Background: an optimization exercise with open tools, aiming at small area. Do not read the settings as production practice. In this exercise RTL edits were held to simulation tests only and were not proved equivalent to the original.

==> module xi_ext_req_queue, before the edit <==
module xi_ext_req_queue #(
  parameter int ADDR_W       = 20,
  parameter int DATA_W       = 160,
  parameter int DEPTH        = 8,
  parameter int AFULL_THRESH = 6
) (
  input  logic                       clk,
  input  logic                       rst_n,
  input  logic                       i_flush,
  input  logic                       i_clr_err,
  input  logic                       i_ext_rd_en,
  input  logic [ADDR_W-1:0]          i_ext_rd_addr,
  input  logic                       i_ext_wr_en,
  input  logic [ADDR_W-1:0]          i_ext_wr_addr,
  input  logic [DATA_W-1:0]          i_ext_wr_data,
  output logic [DATA_W-1:0]          o_ext_rd_data,
  output logic                       o_ext_rd_valid,
  output logic                       o_almost_full,
  output logic [$clog2(DEPTH):0]     o_occupancy,
  output logic                       o_overflow,
  output logic                       o_unexpected_rsp,
  output logic                       bus_req_valid,
  input  logic                       bus_req_ready,
  output logic                       bus_req_is_wr,
  output logic [ADDR_W-1:0]          bus_req_addr,
  output logic [DATA_W-1:0]          bus_req_wdata,
  input  logic                       bus_rsp_valid,
  input  logic [DATA_W-1:0]          bus_rsp_data
);
  localparam int AW = 3;
  localparam int OW = 4;
  localparam int CW = 5;
  logic              r_is_wr [DEPTH];
  logic [ADDR_W-1:0] r_addr  [DEPTH];
  logic [DATA_W-1:0] r_wdata [DEPTH];
  logic [AW-1:0]     r_rd_ptr, r_wr_ptr;
  logic [OW-1:0]     r_occ;
  logic [CW-1:0]     r_outst;
  logic              r_ovf, r_unexp, r_rd_valid;
  logic [DATA_W-1:0] r_rd_data;
  logic              w_valid, w_full, w_pop, w_rd_pop, w_push_wr, w_push_rd;
  logic              w_ovf_set, w_unexp_set, w_head_wr;
  logic [AW-1:0]     w_wr_nxt;
  logic [DEPTH-1:0]  w_en, w_hsel, w_wsel;
  logic [ADDR_W-1:0] w_lane_addr [2];
  logic              w_lane_wr   [2];
  logic [ADDR_W-1:0] w_head_addr;
  logic [DATA_W-1:0] w_head_wdata;
  assign w_valid   = r_occ != '0;
  assign w_full    = r_occ[3];
  assign w_pop     = w_valid && bus_req_ready && !i_flush;
  assign w_push_wr = i_ext_wr_en && !i_flush && (!w_full || w_pop);
  assign w_push_rd = i_ext_rd_en && !i_flush &&
                     (w_push_wr ? (r_occ <= 4'd6 || (r_occ == 4'd7 && w_pop)) : (!w_full || w_pop));
  assign w_ovf_set = !i_flush && ((i_ext_wr_en && !w_push_wr) || (i_ext_rd_en && !w_push_rd));
  always_comb begin
    for (int i = 0; i < DEPTH; i++) begin
      w_hsel[i] = w_valid && (r_rd_ptr == AW'(i));
      w_wsel[i] = w_hsel[i] && r_is_wr[i];
    end
  end
  assign w_head_wr = |w_wsel;
  for (genvar k = 0; k < ADDR_W; k++) begin : g_addr_out
    logic n0, n1;
    xq_aoi222 u0 (.a1(w_hsel[0]), .a2(r_addr[0][k]), .b1(w_hsel[1]), .b2(r_addr[1][k]),
                  .c1(w_hsel[2]), .c2(r_addr[2][k]), .y(n0));
    xq_aoi222 u1 (.a1(w_hsel[3]), .a2(r_addr[3][k]), .b1(w_hsel[4]), .b2(r_addr[4][k]),
                  .c1(w_hsel[5]), .c2(r_addr[5][k]), .y(n1));
    xq_or8_last u2 (.a1(w_hsel[6]), .a2(r_addr[6][k]), .b1(w_hsel[7]), .b2(r_addr[7][k]),
                    .n0(n0), .n1(n1), .y(w_head_addr[k]));
  end
  for (genvar k = 0; k < DATA_W; k++) begin : g_data_out
    logic n0, n1;
    xq_aoi222 u0 (.a1(w_wsel[0]), .a2(r_wdata[0][k]), .b1(w_wsel[1]), .b2(r_wdata[1][k]),
                  .c1(w_wsel[2]), .c2(r_wdata[2][k]), .y(n0));
    xq_aoi222 u1 (.a1(w_wsel[3]), .a2(r_wdata[3][k]), .b1(w_wsel[4]), .b2(r_wdata[4][k]),
                  .c1(w_wsel[5]), .c2(r_wdata[5][k]), .y(n1));
    xq_or8_last u2 (.a1(w_wsel[6]), .a2(r_wdata[6][k]), .b1(w_wsel[7]), .b2(r_wdata[7][k]),
                    .n0(n0), .n1(n1), .y(w_head_wdata[k]));
  end
  assign w_rd_pop    = w_pop && !w_head_wr;
  assign w_unexp_set = bus_rsp_valid && !w_rd_pop && r_outst == '0;
  assign bus_req_valid    = w_valid && !i_flush;
  assign bus_req_is_wr    = w_head_wr;
  assign bus_req_addr     = w_head_addr;
  assign bus_req_wdata    = w_head_wdata;
  assign o_occupancy      = r_occ;
  assign o_almost_full    = r_occ >= OW'(AFULL_THRESH);
  assign o_overflow       = r_ovf;
  assign o_unexpected_rsp = r_unexp;
  assign o_ext_rd_data    = r_rd_data;
  assign o_ext_rd_valid   = r_rd_valid;
  assign w_wr_nxt = r_wr_ptr + 1'b1;
  always_comb begin
    for (int i = 0; i < DEPTH; i++)
      w_en[i] = ((w_push_wr || w_push_rd) && r_wr_ptr == AW'(i)) ||
                (w_push_wr && w_push_rd && w_wr_nxt == AW'(i));
  end
  always_comb begin
    for (int b = 0; b < 2; b++) begin
      w_lane_wr[b]   = w_push_wr && (r_wr_ptr[0] == b[0]);
      w_lane_addr[b] = w_lane_wr[b] ? i_ext_wr_addr : i_ext_rd_addr;
    end
  end
  always_ff @(posedge clk) begin
    for (int i = 0; i < DEPTH; i++) begin
      if (w_en[i]) begin
        r_is_wr[i] <= w_lane_wr[i % 2];
        r_addr[i]  <= w_lane_addr[i % 2];
        r_wdata[i] <= i_ext_wr_data;
      end
    end
  end
  always_ff @(posedge clk or negedge rst_n) begin
    if (!rst_n) begin
      r_rd_ptr <= '0;
      r_wr_ptr <= '0;
      r_occ    <= '0;
    end else if (i_flush) begin
      r_rd_ptr <= '0;
      r_wr_ptr <= '0;
      r_occ    <= '0;
    end else begin
      r_rd_ptr <= r_rd_ptr + AW'(w_pop);
      r_wr_ptr <= r_wr_ptr + AW'(w_push_wr) + AW'(w_push_rd);
      r_occ    <= r_occ + OW'(w_push_wr) + OW'(w_push_rd) - OW'(w_pop);
    end
  end
  always_ff @(posedge clk or negedge rst_n) begin
    if (!rst_n) r_outst <= '0;
    else if (w_rd_pop && !bus_rsp_valid) r_outst <= r_outst + 1'b1;
    else if (!w_rd_pop && bus_rsp_valid && r_outst != '0) r_outst <= r_outst - 1'b1;
  end
  always_ff @(posedge clk or negedge rst_n) begin
    if (!rst_n) begin
      r_rd_data  <= '0;
      r_rd_valid <= 1'b0;
    end else begin
      r_rd_valid <= bus_rsp_valid;
      if (bus_rsp_valid) r_rd_data <= bus_rsp_data;
    end
  end
  always_ff @(posedge clk or negedge rst_n) begin
    if (!rst_n) begin
      r_ovf   <= 1'b0;
      r_unexp <= 1'b0;
    end else begin
      r_ovf   <= w_ovf_set   || (r_ovf   && !i_clr_err);
      r_unexp <= w_unexp_set || (r_unexp && !i_clr_err);
    end
  end
endmodule
Settings: LEC_CHECK=0, CAP_MARGIN=20, CORE_MARGIN=2, CORE_UTILIZATION=65, PLACE_DENSITY=0.72, SLEW_MARGIN=20, SYNTH_HIERARCHICAL=1, SYNTH_MINIMUM_KEEP_SIZE=0; clock period 6.0 ns.
standard.sh (not shown) runs the stock make flow with config.mk's settings and CLKGATE_MAP_FILE= SYNTH_SCRIPT=/design/flow/synth_recipe.tcl, a recipe that flattens the netlist after the stock synthesis.
==> flow/flow/run.sh <==
#!/bin/bash
# Standard ORFS layout with three changes after the standard synthesis:
#  - the smallest buffer (buf_1) on every port
#  - a lean clock tree: clkbuf_4 in clusters of up to 10 flip-flops, no dummy loads
#  - placement and repair may not use the big buffers and delay cells, so the
#    high-fanout enable and select nets are driven by trees of small buffers
set -euo pipefail
cd "$(dirname "$0")/.."
bash standard.sh synth > synth_make.log 2>&1
DONT_USE="sky130_fd_sc_hd__probe_p_8 sky130_fd_sc_hd__probec_p_8 sky130_fd_sc_hd__lpflow_bleeder_1 sky130_fd_sc_hd__lpflow_clkbufkapwr_1 sky130_fd_sc_hd__lpflow_clkbufkapwr_16 sky130_fd_sc_hd__lpflow_clkbufkapwr_2 sky130_fd_sc_hd__lpflow_clkbufkapwr_4 sky130_fd_sc_hd__lpflow_clkbufkapwr_8 sky130_fd_sc_hd__lpflow_clkinvkapwr_1 sky130_fd_sc_hd__lpflow_clkinvkapwr_16 sky130_fd_sc_hd__lpflow_clkinvkapwr_2 sky130_fd_sc_hd__lpflow_clkinvkapwr_4 sky130_fd_sc_hd__lpflow_clkinvkapwr_8 sky130_fd_sc_hd__lpflow_decapkapwr_12 sky130_fd_sc_hd__lpflow_decapkapwr_3 sky130_fd_sc_hd__lpflow_decapkapwr_4 sky130_fd_sc_hd__lpflow_decapkapwr_6 sky130_fd_sc_hd__lpflow_decapkapwr_8 sky130_fd_sc_hd__lpflow_inputiso0n_1 sky130_fd_sc_hd__lpflow_inputiso0p_1 sky130_fd_sc_hd__lpflow_inputiso1n_1 sky130_fd_sc_hd__lpflow_inputiso1p_1 sky130_fd_sc_hd__lpflow_inputisolatch_1 sky130_fd_sc_hd__lpflow_isobufsrc_1 sky130_fd_sc_hd__lpflow_isobufsrc_16 sky130_fd_sc_hd__lpflow_isobufsrc_2 sky130_fd_sc_hd__lpflow_isobufsrc_4 sky130_fd_sc_hd__lpflow_isobufsrc_8 sky130_fd_sc_hd__lpflow_isobufsrckapwr_16 sky130_fd_sc_hd__lpflow_lsbuf_lh_hl_isowell_tap_1 sky130_fd_sc_hd__lpflow_lsbuf_lh_hl_isowell_tap_2 sky130_fd_sc_hd__lpflow_lsbuf_lh_hl_isowell_tap_4 sky130_fd_sc_hd__lpflow_lsbuf_lh_isowell_4 sky130_fd_sc_hd__lpflow_lsbuf_lh_isowell_tap_1 sky130_fd_sc_hd__lpflow_lsbuf_lh_isowell_tap_2 sky130_fd_sc_hd__lpflow_lsbuf_lh_isowell_tap_4  sky130_fd_sc_hd__buf_6 sky130_fd_sc_hd__buf_8 sky130_fd_sc_hd__buf_12 sky130_fd_sc_hd__buf_16 sky130_fd_sc_hd__bufbuf_8 sky130_fd_sc_hd__bufbuf_16 sky130_fd_sc_hd__clkbuf_8 sky130_fd_sc_hd__clkbuf_16 sky130_fd_sc_hd__dlygate4sd1_1 sky130_fd_sc_hd__dlygate4sd2_1 sky130_fd_sc_hd__dlygate4sd3_1 sky130_fd_sc_hd__clkdlybuf4s15_1 sky130_fd_sc_hd__clkdlybuf4s15_2 sky130_fd_sc_hd__clkdlybuf4s18_1 sky130_fd_sc_hd__clkdlybuf4s18_2 sky130_fd_sc_hd__clkdlybuf4s25_1 sky130_fd_sc_hd__clkdlybuf4s25_2 sky130_fd_sc_hd__clkdlybuf4s50_1 sky130_fd_sc_hd__clkdlybuf4s50_2 sky130_fd_sc_hd__dlymetal6s2s_1 sky130_fd_sc_hd__dlymetal6s4s_1 sky130_fd_sc_hd__dlymetal6s6s_1"
bash standard.sh \
  DONT_USE_CELLS="$DONT_USE" \
  BUFFER_PORTS_ARGS="-buffer_cell sky130_fd_sc_hd__buf_1" \
  CTS_ARGS="-sink_clustering_enable -repair_clock_nets -dont_use_dummy_load -buf_list sky130_fd_sc_hd__clkbuf_4 -sink_clustering_size 10 -sink_clustering_max_diameter 40" \
  finish > layout_make.log 2>&1
Change:
--- a/flow/design.v
+++ b/flow/design.v
@@ -34,5 +34,5 @@
   logic [ADDR_W-1:0] r_addr  [DEPTH];
   logic [DATA_W-1:0] r_wdata [DEPTH];
-  logic [AW-1:0]     r_rd_ptr, r_wr_ptr;
+  logic [AW-1:0]     r_rd_ptr, w_wr_ptr;
   logic [OW-1:0]     r_occ;
   logic [CW-1:0]     r_outst;
@@ -47,4 +47,5 @@
   logic [ADDR_W-1:0] w_head_addr;
   logic [DATA_W-1:0] w_head_wdata;
+  assign w_wr_ptr  = r_rd_ptr + r_occ[AW-1:0];
   assign w_valid   = r_occ != '0;
   assign w_full    = r_occ[3];
@@ -91,13 +92,13 @@
   assign o_ext_rd_data    = r_rd_data;
   assign o_ext_rd_valid   = r_rd_valid;
-  assign w_wr_nxt = r_wr_ptr + 1'b1;
+  assign w_wr_nxt = w_wr_ptr + 1'b1;
   always_comb begin
     for (int i = 0; i < DEPTH; i++)
-      w_en[i] = ((w_push_wr || w_push_rd) && r_wr_ptr == AW'(i)) ||
+      w_en[i] = ((w_push_wr || w_push_rd) && w_wr_ptr == AW'(i)) ||
                 (w_push_wr && w_push_rd && w_wr_nxt == AW'(i));
   end
   always_comb begin
     for (int b = 0; b < 2; b++) begin
-      w_lane_wr[b]   = w_push_wr && (r_wr_ptr[0] == b[0]);
+      w_lane_wr[b]   = w_push_wr && (w_wr_ptr[0] == b[0]);
       w_lane_addr[b] = w_lane_wr[b] ? i_ext_wr_addr : i_ext_rd_addr;
     end
@@ -115,13 +116,9 @@
     if (!rst_n) begin
       r_rd_ptr <= '0;
-      r_wr_ptr <= '0;
       r_occ    <= '0;
     end else if (i_flush) begin
-      r_rd_ptr <= '0;
-      r_wr_ptr <= '0;
       r_occ    <= '0;
     end else begin
       r_rd_ptr <= r_rd_ptr + AW'(w_pop);
-      r_wr_ptr <= r_wr_ptr + AW'(w_push_wr) + AW'(w_push_rd);
       r_occ    <= r_occ + OW'(w_push_wr) + OW'(w_push_rd) - OW'(w_pop);
     end
Effect: The changed run ran to the end with no violations; area after synthesis went down slightly; sequential share of layout area rose by 0.13 points; flip-flop and latch count decreases by 3; via count rises slightly; critical path depth came out lower by 1; routed wire length came out higher by a few percent; global-route usage is higher by 1.4 points; die area came out lower slightly; cell area falls slightly; synthesized cell count barely changes; hold slack loses 0.015 ns.

[what the ideal ports hide]
Ports are ideal in the flow. The routed layouts listed here were re-timed in OpenROAD. Step 1: set_driving_cell puts a clkbuf_16 on clk and a buf_2 on each other input, an assumption about the parent block. Step 2 adds t to the input delays and takes it off the output delays; t is the mean of the earliest and latest rising clock arrival at the registers after step 1. Input paths then give back, and output paths get back, about the clock's delay inside the block. Slacks: ideal / step 1 / step 2; pairs: ideal / step 1.
| run | t (ns) | slack for setup (ns) | hold slack, ns | latest minus earliest clock arrival (ns) | slew at the worst register clock pin (ns) |
|---|---|---|---|---|---|
| the first run | 1.110 | 0.288 / 0.220 / 1.330 | 0.236 / 0.218 / 0.509 | 0.111 / 0.111 | 0.11 / 0.11 |
| the second run | 1.148 | 0.288 / 0.223 / 1.164 | 0.221 / 0.181 / 0.505 | 0.163 / 0.163 | 0.11 / 0.11 |
After both steps every run listed still meets setup and hold.
